Context: an optimization exercise on an open-source flow, tuned for a short achievable clock period and few clock cycles. The choices shown serve that exercise and are no tape-out recipe. RTL that was checked went through simulation tests only; none was proved equivalent to the original. Power figures rest on the tool's default switching activity, not on a simulated workload.

// cpu_top
module cpu_top (
    input  logic        clk,
    input  logic        rst_n,
    input  logic [15:0] i_imem_data,
    input  logic [15:0] i_dmem_rdata,
    output logic [10:0] o_imem_addr,
    output logic [10:0] o_dmem_addr,
    output logic        o_dmem_we,
    output logic [15:0] o_dmem_wdata,
    output logic        o_io_stall
);
Size: about 39,000 µm² of cells after synthesis.
Settings: LEC_CHECK=0, ABC_CLOCK_PERIOD_IN_PS=2000, CAP_MARGIN=20, CORE_MARGIN=2, CORE_UTILIZATION=40, SETUP_SLACK_MARGIN=3.4, SLEW_MARGIN=20, TNS_END_PERCENT=100; clock period 5.5 ns.
run.sh (not shown) runs the stock make flow with config.mk's settings and CLKGATE_MAP_FILE= SYNTH_SCRIPT=/design/flow/synth_recipe.tcl, a recipe that flattens the netlist after the stock synthesis.
Rerun with:
--- a/flow/design.v
+++ b/flow/design.v
@@ -260,28 +260,25 @@
     logic [10:0] e_addr;
     logic [5:0][15:0] e_rows;
     logic        flush;
     logic        m_v, m_writes, m_load, m_mul, m_we;
     logic [3:0]  m_wr;
     logic [15:0] m_wdata;
     logic [10:0] m_addr;
     logic [5:0][15:0] m_rows;
     logic [15:0] m_s, m_c;
     logic        w_writes, w_load, w_mul;
     logic [3:0]  w_wr;
-    logic [15:0] w_res;
-    logic [15:0] w_s, w_c;
-    logic [7:0]  w_plo;
+    logic [15:0] w_res, w_s, w_c;
     logic [15:0] w_prod;
     logic [15:0] w_val;
-    logic        w_alu;
     logic        x_writes;
     logic [3:0]  x_wr;
     logic [15:0] x_val;
     logic [10:0] pco_q;
     logic [10:0] pco_d;
     assign o_imem_addr = pco_q;
     assign pc_inc      = pc_q + 11'd1;
     assign fv = !((q_cnt == 2'd2) || ((q_cnt == 2'd1) && p_q));
     fetch_unit #(.N(4)) u_btb (
         .clk       (clk),
         .rst_n     (rst_n),
@@ -460,37 +457,33 @@
     assign sa_r = !ha_e && !ha_m && !ha_w && !ha_x;
     assign sb_e = hb_e;
     assign sb_m = !hb_e && hb_m;
     assign sb_w = !hb_e && !hb_m && hb_w;
     assign sb_x = !hb_e && !hb_m && !hb_w && hb_x;
     assign sb_r = !hb_e && !hb_m && !hb_w && !hb_x;
     logic [7:0]  e_add_lo, e_sub_lo;
     logic        e_c8;
     logic [15:0] f_out;
     assign op_a[7:0]  = ({8{sa_e && !e_sub}} & e_add_lo) | ({8{sa_e && e_sub}} & e_sub_lo) |
                         ({8{sa_m && !f_slt}} & f_lo) | {7'd0, sa_m && f_slt && f_lt} |
-                        ({8{sa_w && w_load}} & i_dmem_rdata[7:0]) | ({8{sa_w && w_mul}} & w_plo) |
-                        ({8{sa_w && w_alu}} & w_res[7:0]) |
+                        ({8{sa_w}} & w_val[7:0]) |
                         ({8{sa_x}} & x_val[7:0]) | ({8{sa_r}} & rf_rs[7:0]);
     assign op_b[7:0]  = ({8{sb_e && !e_sub}} & e_add_lo) | ({8{sb_e && e_sub}} & e_sub_lo) |
                         ({8{sb_m && !f_slt}} & f_lo) | {7'd0, sb_m && f_slt && f_lt} |
-                        ({8{sb_w && w_load}} & i_dmem_rdata[7:0]) | ({8{sb_w && w_mul}} & w_plo) |
-                        ({8{sb_w && w_alu}} & w_res[7:0]) |
+                        ({8{sb_w}} & w_val[7:0]) |
                         ({8{sb_x}} & x_val[7:0]) | ({8{sb_r}} & rf_rt[7:0]);
     assign op_a[15:8] = ({8{sa_m && f_kadd}} & f_add_hi) | ({8{sa_m && f_ksub}} & f_sub_hi) |
-                        ({8{sa_w && w_load}} & i_dmem_rdata[15:8]) | ({8{sa_w && w_mul}} & w_prod[15:8]) |
-                        ({8{sa_w && w_alu}} & w_res[15:8]) |
+                        ({8{sa_w}} & w_val[15:8]) |
                         ({8{sa_x}} & x_val[15:8]) | ({8{sa_r}} & rf_rs[15:8]);
     assign op_b[15:8] = ({8{sb_m && f_kadd}} & f_add_hi) | ({8{sb_m && f_ksub}} & f_sub_hi) |
-                        ({8{sb_w && w_load}} & i_dmem_rdata[15:8]) | ({8{sb_w && w_mul}} & w_prod[15:8]) |
-                        ({8{sb_w && w_alu}} & w_res[15:8]) |
+                        ({8{sb_w}} & w_val[15:8]) |
                         ({8{sb_x}} & x_val[15:8]) | ({8{sb_r}} & rf_rt[15:8]);
     logic d_issue;
     assign d_issue = d_v && !stall_q && !flush;
     always_ff @(posedge clk or negedge rst_n) begin
         if (!rst_n) begin
             e_v      <= 1'b0;
             e_writes <= 1'b0;
             e_store  <= 1'b0;
             e_cbr    <= 1'b0;
         end else begin
             e_v      <= d_issue;
@@ -625,30 +618,24 @@
             w_writes <= m_writes;
         end
     end
     always_ff @(posedge clk) begin
         w_load <= m_load;
         w_mul  <= m_mul;
         w_wr   <= m_wr;
         w_res  <= f_out;
         w_s    <= m_s;
         w_c    <= m_c;
     end
-    logic [8:0] w_plo9, w_phi0, w_phi1;
-    adder8 u_plo  (.i_x(w_s[7:0]),  .i_y(w_c[7:0]),  .i_cin(1'b0), .o_sum(w_plo9));
-    adder8 u_phi0 (.i_x(w_s[15:8]), .i_y(w_c[15:8]), .i_cin(1'b0), .o_sum(w_phi0));
-    adder8 u_phi1 (.i_x(w_s[15:8]), .i_y(w_c[15:8]), .i_cin(1'b1), .o_sum(w_phi1));
-    assign w_plo  = w_plo9[7:0];
-    assign w_prod = {w_plo9[8] ? w_phi1[7:0] : w_phi0[7:0], w_plo};
+    assign w_prod = w_s + w_c;
     assign w_val  = w_load ? i_dmem_rdata : (w_mul ? w_prod : w_res);
-    assign w_alu  = !w_load && !w_mul;
     always_ff @(posedge clk or negedge rst_n) begin
         if (!rst_n) begin
             x_writes <= 1'b0;
         end else begin
             x_writes <= w_writes;
         end
     end
     always_ff @(posedge clk) begin
         x_wr  <= w_wr;
         x_val <= w_val;
     end
Effect:
- area after synthesis stays flat
- hold slack is worse by 0.0065 ns
- clock-buffer cell count shrinks by 2
- total power is about the same
- wire length shrinks by 6.0%
- synthesized cell count shrinks by 1.3%
- setup slack is better by 0.0081 ns
- sequential power stays flat
No run of this note included a check of the RTL's function; only the layout flow was run.

---

Setup of run 1:
Another version of the RTL of cpu_top (not shown whole).
Size in the first run: about 3500 cells after synthesis, roughly 840 flip-flops, ~74 I/O pins, roughly 40000 um^2 of cells after synthesis.
export LEC_CHECK = 0
export ABC_CLOCK_PERIOD_IN_PS = 2000
export CAP_MARGIN = 20
export CORE_MARGIN = 2
export CORE_UTILIZATION = 40
export SETUP_SLACK_MARGIN = 3.4
export SLEW_MARGIN = 20
export TNS_END_PERCENT = 100
create_clock -name core_clock -period 5.5 [get_ports {clk}]
Run 1: PASS, flow complete, no timing, DRC or antenna violations
## Diff of input files: run 2 against run 1
--- a/flow/design.v
+++ b/flow/design.v
@@ -98,14 +98,14 @@
         end
     end
 endmodule
 module register_file (
     input  logic        clk,
     input  logic        rst_n,
-    input  logic [15:0] i_rs_sel,    
-    input  logic [15:0] i_rt_sel,
+    input  logic [3:0]  i_rs_idx,
+    input  logic [3:0]  i_rt_idx,
     input  logic [3:0]  i_rd_idx,
     input  logic        i_we,
     input  logic [15:0] i_wdata,
     output logic [15:0] o_rs_data,
     output logic [15:0] o_rt_data
 );
@@ -116,20 +116,14 @@
                 regs[i] <= '0;
             end
         end else if (i_we) begin
             regs[i_rd_idx] <= i_wdata;
         end
     end
-    always_comb begin
-        o_rs_data = '0;
-        o_rt_data = '0;
-        for (int i = 0; i < 16; i++) begin
-            o_rs_data = o_rs_data | ({16{i_rs_sel[i]}} & regs[i]);
-            o_rt_data = o_rt_data | ({16{i_rt_sel[i]}} & regs[i]);
-        end
-    end
+    assign o_rs_data = regs[i_rs_idx];
+    assign o_rt_data = regs[i_rt_idx];
 endmodule
 module execute_unit (
     input  logic               i_sub,
     input  logic               i_slt,
     input  logic [15:0]        i_a,       
     input  logic [15:0]        i_b,
@@ -242,13 +236,12 @@
     logic [10:0] i_tgt;
     logic        s0_v, s1_v;
     logic [15:0] s0_i, s1_i;
     logic [10:0] s0_npc, s1_npc;
     logic        d_v;
     logic [15:0] d_i;
-    logic [15:0] d_rs_oh, d_rt_oh;    
     logic [10:0] d_npc;
     logic        stall_q;
     logic        d_take;
     logic        d_uses_rs, d_uses_rt, d_writes, d_load, d_store, d_mul, d_slt, d_sub, d_cbr, d_uncond;
     logic [3:0]  d_wr;
     logic [3:0]  d_rs, d_rt;
@@ -351,18 +344,12 @@
             if (!s0_v)      s0_v <= p_q;
             else if (!s1_v) s1_v <= p_q;
         end
     end
     always_ff @(posedge clk) begin
         if (d_take) begin
-            d_rs_oh <= 16'd1 << n_i[12:9];
-            d_rt_oh <= 16'd1 << n_i[8:5];
-        end
-    end
-    always_ff @(posedge clk) begin
-        if (d_take) begin
             if (s0_v) begin
                 d_i    <= s0_i;
                 d_npc  <= s0_npc;
                 if (s1_v) begin
                     s0_i   <= s1_i;
                     s0_npc <= s1_npc;
@@ -433,14 +420,14 @@
         .o_cbr     (d_cbr),
         .o_uncond  (d_uncond)
     );
     register_file u_regfile (
         .clk       (clk),
         .rst_n     (rst_n),
-        .i_rs_sel  (d_rs_oh),
-        .i_rt_sel  (d_rt_oh),
+        .i_rs_idx  (d_rs),
+        .i_rt_idx  (d_rt),
         .i_rd_idx  (x_wr),
         .i_we      (x_writes),
         .i_wdata   (x_val),
         .o_rs_data (rf_rs),
         .o_rt_data (rf_rt)
     );
--- outcome ---
Compared with run 1, run 2 shows a global-route usage that is 2.3 points higher. The power spent charging and discharging nets number comes out lower for run 1 vs run 2. In run 2 the combinational cell fraction of total power turned out 9.6 points higher than in run 1. Compare run 2 and run 1 | mean instance size in the synthesized netlist higher: run 1. In summary, run 2 completed successfully, with a layout that passed the timing, design-rule and antenna checks. Run 1: flow completed, timing, DRC and antenna clean. Against run 1, the final cell area of run 2 is higher. Relative to run 1, the routed wire length measured on run 2 has increased by a little under 10%. Sequential share of cell area delta for run 2 relative to run 1: 3.5 points lower. Run 2: wire length of the first global-routing pass about 9% above run 1. Run 2 vs. run 1: die area increased about 1.4%, total negative slack has remained practically unchanged, met1 global-route usage higher.
No functional check of the RTL was part of any run of this note.

---

cpu_top, a different RTL version from the one above (not shown whole).
Size in the first run: ~3500 cells after synthesis.
clock: 5.5 ns
lec_check: 0
abc_clock_period_in_ps: 2000
cap_margin: 20
core_margin: 2
core_utilization: 40
setup_slack_margin: 3.4
slew_margin: 20
tns_end_percent: 100
The baseline finished with timing, DRC and antenna clean.
Testbench counts at the start, summed over its fixed seeds: cycles 29,510.
Change:
--- a/flow/design.v
+++ b/flow/design.v
@@ -131,12 +131,14 @@
 module execute_unit (
     input  logic               i_sub,
     input  logic [15:0]        i_a,       
     input  logic [15:0]        i_b,
     input  logic [15:0]        i_ca,      
     input  logic [15:0]        i_cb,
+    input  logic [15:0]        i_la,      
+    input  logic [15:0]        i_lb,
     input  logic [15:0]        i_ga,      
     input  logic [15:0]        i_ma,      
     input  logic [15:0]        i_mb,
     input  logic [4:0]         i_imm,
     output logic [15:0]        o_alu,     
     output logic [15:0]        o_add,     
@@ -178,13 +180,13 @@
     assign add_r = ks_add(i_a, i_b, 1'b0);
     assign sub_r = ks_add(i_a, ~i_b, 1'b1);
     assign sum   = i_sub ? sub_r : add_r;
     assign o_alu = sum;
     assign o_add = add_r;
     assign o_sub = sub_r;
-    assign o_lt  = (i_a[15] != i_b[15]) ? i_a[15] : (i_a[14:0] < i_b[14:0]);
+    assign o_lt  = (i_la[15] != i_lb[15]) ? i_la[15] : (i_la[14:0] < i_lb[14:0]);
     assign o_eq  = (i_ca == i_cb);
     assign addr_sum = i_ga + {{11{i_imm[4]}}, i_imm};
     assign o_addr   = addr_sum[10:0];
     logic [15:0] pp [16];
     logic [15:0] l1 [11];
     logic [15:0] l2 [8];
@@ -266,12 +268,13 @@
     logic        flush;
     logic        m_v, m_writes, m_load, m_mul, m_we;
     logic [3:0]  m_wr;
     logic [15:0] m_res, m_wdata;
     logic        m_slt, m_a15, m_b15, m_d15, m_lt;
     logic        e_lt;
+    logic [15:0] e_la_q, e_lb_q;
     logic [15:0] m_val;
     logic [10:0] m_addr;
     logic [5:0][15:0] m_rows;
     logic [15:0] m_s, m_c;
     logic        w_writes, w_load, w_mul;
     logic [3:0]  w_wr;
@@ -486,22 +489,26 @@
         e_tgt  <= d_npc + {{6{d_i[4]}}, d_i[4:0]};
         e_a_q  <= op_a;
         e_b_q  <= op_b;
         e_ca_q <= d_cbr ? op_a : 16'd0;
         e_cb_q <= d_cbr ? op_b : 16'd0;
         e_ga_q <= (d_load || d_store) ? op_a : 16'd0;
+        e_la_q <= d_slt ? op_a : 16'd0;
+        e_lb_q <= d_slt ? op_b : 16'd0;
         e_sb_q <= d_store ? op_b : 16'd0;
         e_ma_q <= d_mul ? op_a : 16'd0;
         e_mb_q <= d_mul ? op_b : 16'd0;
     end
     execute_unit u_execute (
         .i_sub  (e_sub),
         .i_a    (e_a_q),
         .i_b    (e_b_q),
         .i_ca   (e_ca_q),
         .i_cb   (e_cb_q),
+        .i_la   (e_la_q),
+        .i_lb   (e_lb_q),
         .i_ga   (e_ga_q),
         .i_ma   (e_ma_q),
         .i_mb   (e_mb_q),
         .i_imm  (e_imm),
         .o_alu  (e_alu),
         .o_add  (e_add),
@@ -526,14 +533,14 @@
     always_ff @(posedge clk) begin
         m_load  <= e_load;
         m_mul   <= e_mul;
         m_wr    <= e_wr;
         m_res   <= e_alu;
         m_slt   <= e_slt;
-        m_a15   <= e_a_q[15];
-        m_b15   <= e_b_q[15];
+        m_a15   <= e_la_q[15];
+        m_b15   <= e_lb_q[15];
         m_d15   <= e_subr[15];
         m_addr  <= e_addr;
         m_wdata <= e_sb_q;
         m_rows  <= e_rows;
     end
     assign o_dmem_addr  = m_addr;
Result: Clock skew hardly moves; die area is higher by 2.3%; cell area went up by 2.8%; global-route usage drops by 0.22 points; count of clock-buffer cells in the layout does not change; combinational power is about the same; non-clock buffer count is higher by 10; area after synthesis rises by 2.4%; final cell count rose by 2.8%.
For the second run of this note, only the layout was checked, not whether the RTL still works.

what the ideal ports hide:
The results above use ideal ports. As a check the final layouts listed here were re-extracted and re-timed, cells and wires unchanged. Step 1 (the two cells are an assumption about what drives the block):
set clk [get_ports {clk}]
set_driving_cell -lib_cell sky130_fd_sc_hd__clkbuf_16 $clk
set_driving_cell -lib_cell sky130_fd_sc_hd__buf_2 [delete_from_list [all_inputs] $clk]
Step 2 also shifts input and output timing later by t, the mid clock arrival at the registers, as if the neighbouring blocks saw the same clock. Slacks: no drivers / after step 1 / after step 2; pairs: no drivers / after step 1.
run	shift t [ns]	setup slack, ns	hold WS [ns]	worst setup path at the end	worst data-port slew with drivers (ns)
the first run of note 1	0.748	2.778 / 2.778 / 2.379	0.326 / 0.326 / 0.326	input to register	0.07
the second run of note 1	0.740	2.787 / 2.787 / 2.368	0.319 / 0.319 / 0.319	input to register	0.05
run 1	0.739	2.510 / 2.510 / 2.402	0.326 / 0.326 / 0.326	input to register	0.06
run 2	0.736	2.335 / 2.335 / 2.335	0.323 / 0.323 / 0.323	register to register	0.07
the first run of note 3	0.745	2.881 / 2.881 / 2.341	0.325 / 0.325 / 0.325	input to register	0.11
the second run of note 3	0.752	2.766 / 2.766 / 2.412	0.325 / 0.325 / 0.325	input to register	0.05
After both steps setup and hold are still met in every run listed. For the first run of note 3, which loses most, drivers alone change the setup slack by 0.000 ns; drivers and shift together by -0.540 ns.
